Context: an optimization exercise on an open-source flow, tuned for small area, a short achievable clock period and few clock cycles per item. The choices shown serve that exercise and are no tape-out recipe. Only simulation tests tie the RTL to the original design; equivalence was not proved. Power is estimated from default activity; no workload was simulated.

File: flow/run.sh
#!/bin/bash
# synth_recipe.tcl (not shown) runs the flow's synth.tcl, then flattens the netlist and writes it again
# the make line also repeats each setting of config.mk as NAME=value (left out here)
make -C /OpenROAD-flow-scripts/flow DESIGN_CONFIG=/design/flow/config.mk WORK_HOME=/design/flow/orfs CLKGATE_MAP_FILE= SYNTH_SCRIPT=/design/flow/synth_recipe.tcl finish
File: flow/config.mk
export PLATFORM = sky130hd
export DESIGN_NAME = dual_median_obstacle_detector_unit
export DESIGN_NICKNAME = dual_median_obstacle_detector_unit
export VERILOG_FILES = /design/flow/design.v
export SDC_FILE = /design/flow/constraint.sdc
export NUM_CORES = 4
export LEC_CHECK = 0
export CAP_MARGIN = 20
export CORE_MARGIN = 2
export CORE_UTILIZATION = 40
export SLEW_MARGIN = 20
File: flow/constraint.sdc
create_clock -name core_clock -period 8.0 [get_ports {clk}]
set_input_delay 1.6000 -clock core_clock [delete_from_list [all_inputs] [get_ports {clk}]]
set_output_delay 1.6000 -clock core_clock [all_outputs]
set_load 0.01 [all_outputs]
File: flow/design.v
package dmod_pkg;
  localparam int RAW_W = 16;
  localparam int VAL_W = 14;
  localparam int RC_W  = 3;
  localparam logic [VAL_W-1:0] NOT_READY = 14'd9999;
  localparam logic [RAW_W-1:0] FAULT_ZERO  = 16'd0;
  localparam logic [RAW_W-1:0] FAULT_LOW   = 16'd20;
  localparam logic [RAW_W-1:0] FAULT_HIGH  = 16'd8190;
  localparam logic [RAW_W-1:0] FAULT_RANGE = 16'd9999;
  localparam logic [VAL_W-1:0] ACCEPT_MIN_RST  = 14'd30;
  localparam logic [VAL_W-1:0] ACCEPT_MAX_RST  = 14'd2000;
  localparam logic [VAL_W-1:0] STOP_DIST_RST   = 14'd200;
  localparam logic [RC_W-1:0]  READY_COUNT_RST = 3'd3;
  typedef enum logic [1:0] {
    CFG_ACCEPT_MIN  = 2'd0,
    CFG_ACCEPT_MAX  = 2'd1,
    CFG_STOP_DIST   = 2'd2,
    CFG_READY_COUNT = 2'd3
  } cfg_idx_t;
  typedef struct packed {
    logic [RAW_W-1:0] left_raw;
    logic [RAW_W-1:0] right_raw;
  } dmod_in_t;
  typedef struct packed {
    logic [VAL_W-1:0] left_median;
    logic [VAL_W-1:0] right_median;
    logic             obstacle;
    logic             obstacle_changed;
  } dmod_out_t;
  typedef struct packed {
    logic [VAL_W-1:0] median;
    logic             ready;
  } side_res_t;
endpackage
import dmod_pkg::*;
module dmod_ring #(
  parameter int WINDOW = 7,
  localparam int CNT_W = $clog2(WINDOW + 1)
) (
  input  logic                                   clk,
  input  logic                                   rst_n,
  input  logic                                   push,
  input  logic [dmod_pkg::VAL_W-1:0]             x,
  output logic [WINDOW-1:0][dmod_pkg::VAL_W-1:0] ring,
  output logic [WINDOW-1:0][CNT_W-1:0]           rank,
  output logic [CNT_W-1:0]                       fill
);
  logic [WINDOW-1:0][VAL_W-1:0] val_r;
  logic [WINDOW-1:0][CNT_W-1:0] rank_r, rank_nxt;
  logic [CNT_W-1:0]             fill_r;
  logic [WINDOW-2:0]            lt;
  logic                         full;
  always_comb begin
    full = (fill_r == CNT_W'(WINDOW));
    rank_nxt[0] = '0;
    for (int i = 0; i < WINDOW - 1; i++) begin
      lt[i] = (CNT_W'(i) < fill_r) && (val_r[i] < x);
      rank_nxt[0] = rank_nxt[0] + CNT_W'(lt[i]);
      rank_nxt[i+1] = rank_r[i];
      if (!lt[i] && !(full && (rank_r[WINDOW-1] < rank_r[i]))) begin
        rank_nxt[i+1] = rank_r[i] + 1'b1;
      end else if (lt[i] && full && (rank_r[WINDOW-1] < rank_r[i])) begin
        rank_nxt[i+1] = rank_r[i] - 1'b1;
      end
    end
  end
  always_ff @(posedge clk) begin
    if (!rst_n) begin
      fill_r <= '0;
    end else if (push && !full) begin
      fill_r <= fill_r + 1'b1;
    end
  end
  always_ff @(posedge clk) begin
    if (push) begin
      val_r  <= {val_r[WINDOW-2:0], x};
      rank_r <= rank_nxt;
    end
  end
  assign ring = val_r;
  assign rank = rank_r;
  assign fill = fill_r;
endmodule
import dmod_pkg::*;
module dmod_select #(
  parameter int WINDOW = 7,
  localparam int CNT_W = $clog2(WINDOW + 1),
  localparam int CMP_W = (CNT_W > dmod_pkg::RC_W) ? CNT_W : dmod_pkg::RC_W
) (
  input  logic [WINDOW-1:0][dmod_pkg::VAL_W-1:0] ring,
  input  logic [WINDOW-1:0][CNT_W-1:0]           rank,
  input  logic [CNT_W-1:0]                       fill,
  input  logic [dmod_pkg::RC_W-1:0]              ready_count,
  output dmod_pkg::side_res_t                    res
);
  logic [VAL_W-1:0] picked;
  logic [CNT_W-1:0] mid;
  logic             ready;
  always_comb begin
    mid = fill >> 1;
    picked = '0;
    for (int i = 0; i < WINDOW; i++) begin
      picked = picked | ({VAL_W{(CNT_W'(i) < fill) && (rank[i] == mid)}} & ring[i]);
    end
    ready = (fill != '0) && (CMP_W'(fill) >= CMP_W'(ready_count));
    res.ready  = ready;
    res.median = ready ? picked : NOT_READY;
  end
endmodule
import dmod_pkg::*;
module dual_median_obstacle_detector_unit #(
  parameter int WINDOW = 7
) (
  input  logic                               clk,
  input  logic                               rst_n,
  input  logic                               in_valid,
  output logic                               in_stall,
  input  logic [31:0]                        in_data,
  output logic                               out_valid,
  input  logic                               out_stall,
  output logic [29:0]                        out_data,
  input  logic                               cfg_we,
  input  logic [1:0]                         cfg_index,
  input  logic [dmod_pkg::VAL_W-1:0]         cfg_wdata
);
  dmod_pkg::dmod_in_t in_s;
  assign in_s = in_data;
  localparam int CNT_W = $clog2(WINDOW + 1);
  logic [VAL_W-1:0] accept_min_r, accept_max_r, stop_dist_r;
  logic [RC_W-1:0]  ready_count_r;
  always_ff @(posedge clk) begin
    if (!rst_n) begin
      accept_min_r  <= ACCEPT_MIN_RST;
      accept_max_r  <= ACCEPT_MAX_RST;
      stop_dist_r   <= STOP_DIST_RST;
      ready_count_r <= READY_COUNT_RST;
    end else if (cfg_we) begin
      unique case (cfg_index)
        CFG_ACCEPT_MIN:  accept_min_r  <= cfg_wdata;
        CFG_ACCEPT_MAX:  accept_max_r  <= cfg_wdata;
        CFG_STOP_DIST:   stop_dist_r   <= cfg_wdata;
        CFG_READY_COUNT: ready_count_r <= cfg_wdata[RC_W-1:0];
        default:         accept_min_r  <= accept_min_r;
      endcase
    end
  end
  logic             in_stall_r;
  logic             a_valid_r;
  logic [VAL_W-1:0] a_left_r, a_right_r;
  logic             a_left_ok_r, a_right_ok_r;
  logic             in_accept;
  logic             left_ok, right_ok;
  always_comb begin
    left_ok  = (in_s.left_raw != FAULT_ZERO) && (in_s.left_raw != FAULT_LOW) &&
               (in_s.left_raw != FAULT_HIGH) && (in_s.left_raw != FAULT_RANGE) &&
               (in_s.left_raw >= {2'b00, accept_min_r}) &&
               (in_s.left_raw <= {2'b00, accept_max_r});
    right_ok = (in_s.right_raw != FAULT_ZERO) && (in_s.right_raw != FAULT_LOW) &&
               (in_s.right_raw != FAULT_HIGH) && (in_s.right_raw != FAULT_RANGE) &&
               (in_s.right_raw >= {2'b00, accept_min_r}) &&
               (in_s.right_raw <= {2'b00, accept_max_r});
  end
  logic             pend_r;       
  logic             skid_valid_r;
  logic             out_valid_r;
  logic             obstacle_r;   
  logic             go, apply, capture, head_free;
  logic             a_valid_nxt, pend_nxt, skid_valid_nxt, out_valid_nxt;
  assign in_accept = in_valid && !in_stall_r;
  assign go        = !pend_r || !skid_valid_r;
  assign apply     = a_valid_r && go;
  assign capture   = pend_r && !skid_valid_r;
  assign head_free = !out_valid_r || !out_stall;
  always_comb begin
    a_valid_nxt    = in_accept || (a_valid_r && !go);
    pend_nxt       = apply || (pend_r && skid_valid_r);
    skid_valid_nxt = (skid_valid_r || capture) && !head_free;
    out_valid_nxt  = head_free ? (skid_valid_r || capture) : out_valid_r;
  end
  always_ff @(posedge clk) begin
    if (!rst_n) begin
      in_stall_r   <= 1'b0;
      a_valid_r    <= 1'b0;
      pend_r       <= 1'b0;
      skid_valid_r <= 1'b0;
      out_valid_r  <= 1'b0;
    end else begin
      in_stall_r   <= a_valid_nxt && pend_nxt && skid_valid_nxt;
      a_valid_r    <= a_valid_nxt;
      pend_r       <= pend_nxt;
      skid_valid_r <= skid_valid_nxt;
      out_valid_r  <= out_valid_nxt;
    end
  end
  always_ff @(posedge clk) begin
    if (!in_stall_r) begin
      a_left_r     <= in_s.left_raw[VAL_W-1:0];
      a_right_r    <= in_s.right_raw[VAL_W-1:0];
      a_left_ok_r  <= left_ok;
      a_right_ok_r <= right_ok;
    end
  end
  logic [WINDOW-1:0][VAL_W-1:0] left_ring, right_ring;
  logic [WINDOW-1:0][CNT_W-1:0] left_rank, right_rank;
  logic [CNT_W-1:0]             left_fill, right_fill;
  dmod_pkg::side_res_t          left_res, right_res;
  dmod_ring #(.WINDOW(WINDOW)) u_left_ring (
    .clk   (clk),
    .rst_n (rst_n),
    .push  (apply && a_left_ok_r),
    .x     (a_left_r),
    .ring  (left_ring),
    .rank  (left_rank),
    .fill  (left_fill)
  );
  dmod_ring #(.WINDOW(WINDOW)) u_right_ring (
    .clk   (clk),
    .rst_n (rst_n),
    .push  (apply && a_right_ok_r),
    .x     (a_right_r),
    .ring  (right_ring),
    .rank  (right_rank),
    .fill  (right_fill)
  );
  dmod_select #(.WINDOW(WINDOW)) u_left_sel (
    .ring        (left_ring),
    .rank        (left_rank),
    .fill        (left_fill),
    .ready_count (ready_count_r),
    .res         (left_res)
  );
  dmod_select #(.WINDOW(WINDOW)) u_right_sel (
    .ring        (right_ring),
    .rank        (right_rank),
    .fill        (right_fill),
    .ready_count (ready_count_r),
    .res         (right_res)
  );
  logic                obstacle_nxt;
  dmod_pkg::dmod_out_t res_nxt, skid_r, out_data_r;
  always_comb begin
    obstacle_nxt = (left_res.ready && (left_res.median < stop_dist_r)) ||
                   (right_res.ready && (right_res.median < stop_dist_r));
    res_nxt.left_median      = left_res.median;
    res_nxt.right_median     = right_res.median;
    res_nxt.obstacle         = obstacle_nxt;
    res_nxt.obstacle_changed = obstacle_nxt ^ obstacle_r;
  end
  always_ff @(posedge clk) begin
    if (!rst_n) begin
      obstacle_r <= 1'b0;
    end else if (capture) begin
      obstacle_r <= obstacle_nxt;
    end
  end
  always_ff @(posedge clk) begin
    if (!skid_valid_r) begin
      skid_r <= res_nxt;
    end
  end
  always_ff @(posedge clk) begin
    if (head_free) begin
      out_data_r <= skid_valid_r ? skid_r : res_nxt;
    end
  end
  assign in_stall  = in_stall_r;
  assign out_valid = out_valid_r;
  assign out_data  = out_data_r;
endmodule
==> reports/summary.txt <==
Worst EP required = 8.31 ns
slowest stage cell, crit path = dfxtp_1
Clock Sinks = 385
async set-reset flop share out of synthesis = 0%
clock latency on the worst-skew pair = 0.58 ns
fin. max-slew vios = 0
Yosys Warn Count = 3
Seq pwr share = 47.5%
chip height = 236 um
antenna-violating nets left = 0
synthesis-to-layout area growth = 15.0%
NumNets Final = 2294
Avg Cell Area, Syn = 11.7 um^2
DR WL/cell = 22.0 um
reg-to-reg setup timing slack = 3.32 ns
Relative slew margins = 28.0%
CTS Root Cell = clkbuf_16
ratio of final minimum period to clock period = 58.5%
Placed Instance Area = 23100 um^2
syn nets = 2192
# DRC = 0
HP Class = reg -> reg
worst-margin pin slew = 1.08 ns
crit path kind = reg -> reg
post-route cell area = 24700 um^2
grt ovf = 0
Inserted Diodes = 0
# rows = 84
status = complete, no violations
Worst Setup SP = u_left_ring.fill_r[1]
post-synthesis register bit count = 385
Peak Freq = 214 MHz
first-pass GRT wire length = 90300 um
maximum vdd drop = 0.152 mV
RR Endpoint = out_data_r[0]
Comb pwr share = 6.2%
initial drt markers = 1504
ys flop type = edfxtp_1
Hold Path Sink = u_left_ring.val_r[1]
I/O pins = 85
Gates resized, CTS repair = 0
hold_buf cts = 0
core area = 52800 um^2
postcts setup bufs = 0
setup_tns = 0 ns
Startpoint Class = flip-flop
worst-path fanout max = 20
maxcap violations = 0
GPL Wtd Cong = 0.887
Worst Skew = 0.0242 ns
IO buf count = 84
vias in the first global route = 15100
CP cell instances = inv_1 > ha_1 > a21oi_1 > nand2_1 > a221oi_1 > nand4_1 > ha_1 > and3_1 > a221o_1 > a21oi_1 > a211o_1 > a31oi_2 > o22ai_2 > xnor2_1 > o21ai_1
Post-Synthesis Cell Area = 21500 um^2
Mapped Cells = 1833
Critical Path Max Stage Delay = 0.76 ns
worst hold stages = 0
RSZ-0062 raised after global routing = no
Starting Density = 40.7%
Max Root-Sink Buffers = 3
H-tree depth = 2
count of cell types in the netlist = 78
number of synthesized flops with an enable pin = 298
fin crit period = 4.68 ns
Worst Path Buf+Inv = 1
net load switching power = 1070 uW
Final Hold Fails = 0
Largest delay share family, worst path = compound AO/OA/AOI/OAI gates
Seq/Total Area, Yosys = 49.8%
cell internal pwr = 3560 uW
via count = 15300
Die Area = 55500 um^2
final WL = 58400 um
r2r worst-path depth = 15
Die X = 236 um
initial antenna violation count = 0
CTS tree = built
crit path DAT = 4.99 ns
power per cell area = 188 nW/um^2
Via-to-Cell Ratio = 5.74
clock power share = 46.3%
Num CTS Buffers = 45
pin count of the biggest net entering global routing = 69
Crit. End Element = flip-flop
HPWL reported at the end of detailed placement = 43300 um
LEAKAGE = 0.00954 uW
CTS clk-pin slew, worst paths = 0.06 ns
reg2reg start = u_left_ring.fill_r[1]
setup violators final = 0
switching part of the total = 23.1%
DRT Pass-1 Iters = 9
gr usage total = 21.0%
fraction of layout cells with a size suffix above 1 = 6.70%
Hold Path Origin = a_left_r[1]
-- routing by layer --
metal	global-route usage [%]	share of wire, %	up-vias
met1	30.4	47	7423
met2	32.3	44	564
met5	0	0	-
met3	3.40	6.8	89
li1	-	-	7190
met4	5.83	2.2	0
-- sequential cells by signal, summed over array words and instances, names as in the netlist, 3 cells and up --
register / cells
u_right_ring.rank_r: 21
a_left_r: 14
u_left_ring.rank_r: 21
accept_max_r: 14
u_left_ring.val_r: 98
u_right_ring.fill_r: 3
skid_r: 30
stop_dist_r: 14
ready_count_r: 3
u_left_ring.fill_r: 3
out_data_r: 30
accept_min_r: 14
u_right_ring.val_r: 98
a_right_r: 14
-- worst reg2reg max path: stages (launching register included) --
cell and delay [ns]:
dfxtp_1 0.76, inv_1 0.23, ha_1 0.24, a21oi_1 0.18, nand2_1 0.52, a221oi_1 0.51, nand4_1 0.26, ha_1 0.33
and3_1 0.16, a221o_1 0.30, a21oi_1 0.22, a211o_1 0.17, a31oi_2 0.04, o22ai_2 0.24, xnor2_1 0.17, o21ai_1 0.09
-- power groups by stage --
stage	logic, uW	clock network (uW)	registers, uW
2_1_floorplan	170	0	2230
3_3_place_gp	276	0	2240
3_5_place_dp	285	0	2240
4_1_cts	287	2180	2200
5_1_grt	324	2260	2200
6_report	288	2140	2200
-- cells in the final DEF (no fill, tap or decap), types with 49 or more instances in the layout --
cell,n
a21oi_1,67
inv_1,138
clkdlybuf4s50_1,83
nand2_1,203
nor2_1,49
edfxtp_1,298
ha_1,300
dfxtp_1,87
o21ai_0,54
clkbuf_16,51
-- per-stage QoR --
step	util, %	std cells	worst slack (ns)	total power, uW	hold slack (ns)
2_1_floorplan	-	1833	3.78	2400	0.418
3_3_place_gp	43.8	2575	3.47	2520	0.432
3_5_place_dp	43.8	2575	3.42	2530	0.436
4_1_cts	46.7	2657	3.34	4670	0.451
5_1_grt	46.8	2658	3.05	4790	0.465
6_report	46.8	2658	3.32	4630	0.447
-- cells in the mapped netlist (all sizes together), types with 10 or more instances --
| master | count | share of area [%] |
|---|---|---|
| maj3 | 16 | 0.75 |
| dfxtp | 87 | 8.1 |
| mux2 | 15 | 0.79 |
| nand3b | 11 | 0.38 |
| o31ai | 14 | 0.49 |
| nand4 | 34 | 0.99 |
| a21o | 33 | 1.2 |
| a222oi | 38 | 1.8 |
| clkbuf | 39 | 0.68 |
| nor4 | 12 | 0.41 |
| nor3 | 10 | 0.23 |
| o21a | 21 | 0.73 |
| edfxtp | 298 | 42 |
| o21ai | 64 | 1.5 |
| inv | 139 | 2.4 |
| xnor2 | 44 | 1.8 |
| a2111oi | 10 | 0.52 |
| ha | 300 | 17 |
| o211ai | 24 | 0.84 |
| a21oi | 68 | 1.6 |
| nand2 | 204 | 3.6 |
| a31oi | 11 | 0.38 |
| nor2 | 50 | 0.87 |
| nand3 | 21 | 0.49 |
| a221oi | 18 | 0.82 |
| and3 | 20 | 0.58 |
| a21boi | 38 | 1.3 |
| nor2b | 20 | 0.58 |
| nand2b | 23 | 0.67 |
| a211oi | 19 | 0.69 |
| mux2i | 18 | 0.84 |
-- cells by family (layout without fill, tap and decap cells) --
logic type	count (synthesis)	count (layout)	share of synthesized area, %
flip-flops	385	385	49.8
XOR/XNOR	48	48	1.96
AND/OR/NAND/NOR	456	456	10.8
adder cells (fa/ha/maj)	322	322	18.8
AO/OA/AOI/OAI	405	405	13.7
buffers and inverters	184	321	3.31
multiplexers	33	33	1.63
-- layout make-up --
class	instances	area, um^2
Fill cell	4745	28100
Sequential cell	385	10700
Multi-Input combinational cell	1264	10100
Clock buffer	61	1360
Timing Repair Buffer	100	956
Tap cell	688	861
Inverter	139	522
Clock inverter	21	180
-- worst max path at each step --
stage	end	slack, ns	cells past startpoint
6_report	out_data_r[0]	3.32	15
4_1_cts	out_data_r[0]	3.34	15
2_1_floorplan	u_left_ring.fill_r[0]	3.78	5
3_3_place_gp	out_data_r[1]	3.47	14
5_1_grt	out_data_r[0]	3.05	15
3_5_place_dp	out_data_r[0]	3.42	15
Testbench counts, summed over its fixed seeds: cycles 16,024, items 16,000.

==> afterwards: timing with drivers on the ports <==
In the flow no input, the clock included, has a driving cell. The finished layout below was timed again as built, in two steps. Step 1: set_driving_cell puts a clkbuf_16 on clk and a buf_2 on each other input, an assumption about the parent block. Step 2 moves the port delays by t, midway between the first and last clock arrival at a register: inputs arrive t later, outputs are due t later. That takes back most of the time a late clock gives input paths. Slacks: no drivers / after step 1 / after step 2; pairs: no drivers / after step 1.
t, ns: 0.631
slack for setup (ns): 3.321 / 3.321 / 3.321
slew at the worst register clock pin (ns): 0.07 / 0.07
After both steps this run still meets setup and hold. For this run, drivers alone change the setup slack by 0.000 ns; drivers and shift together by 0.000 ns.
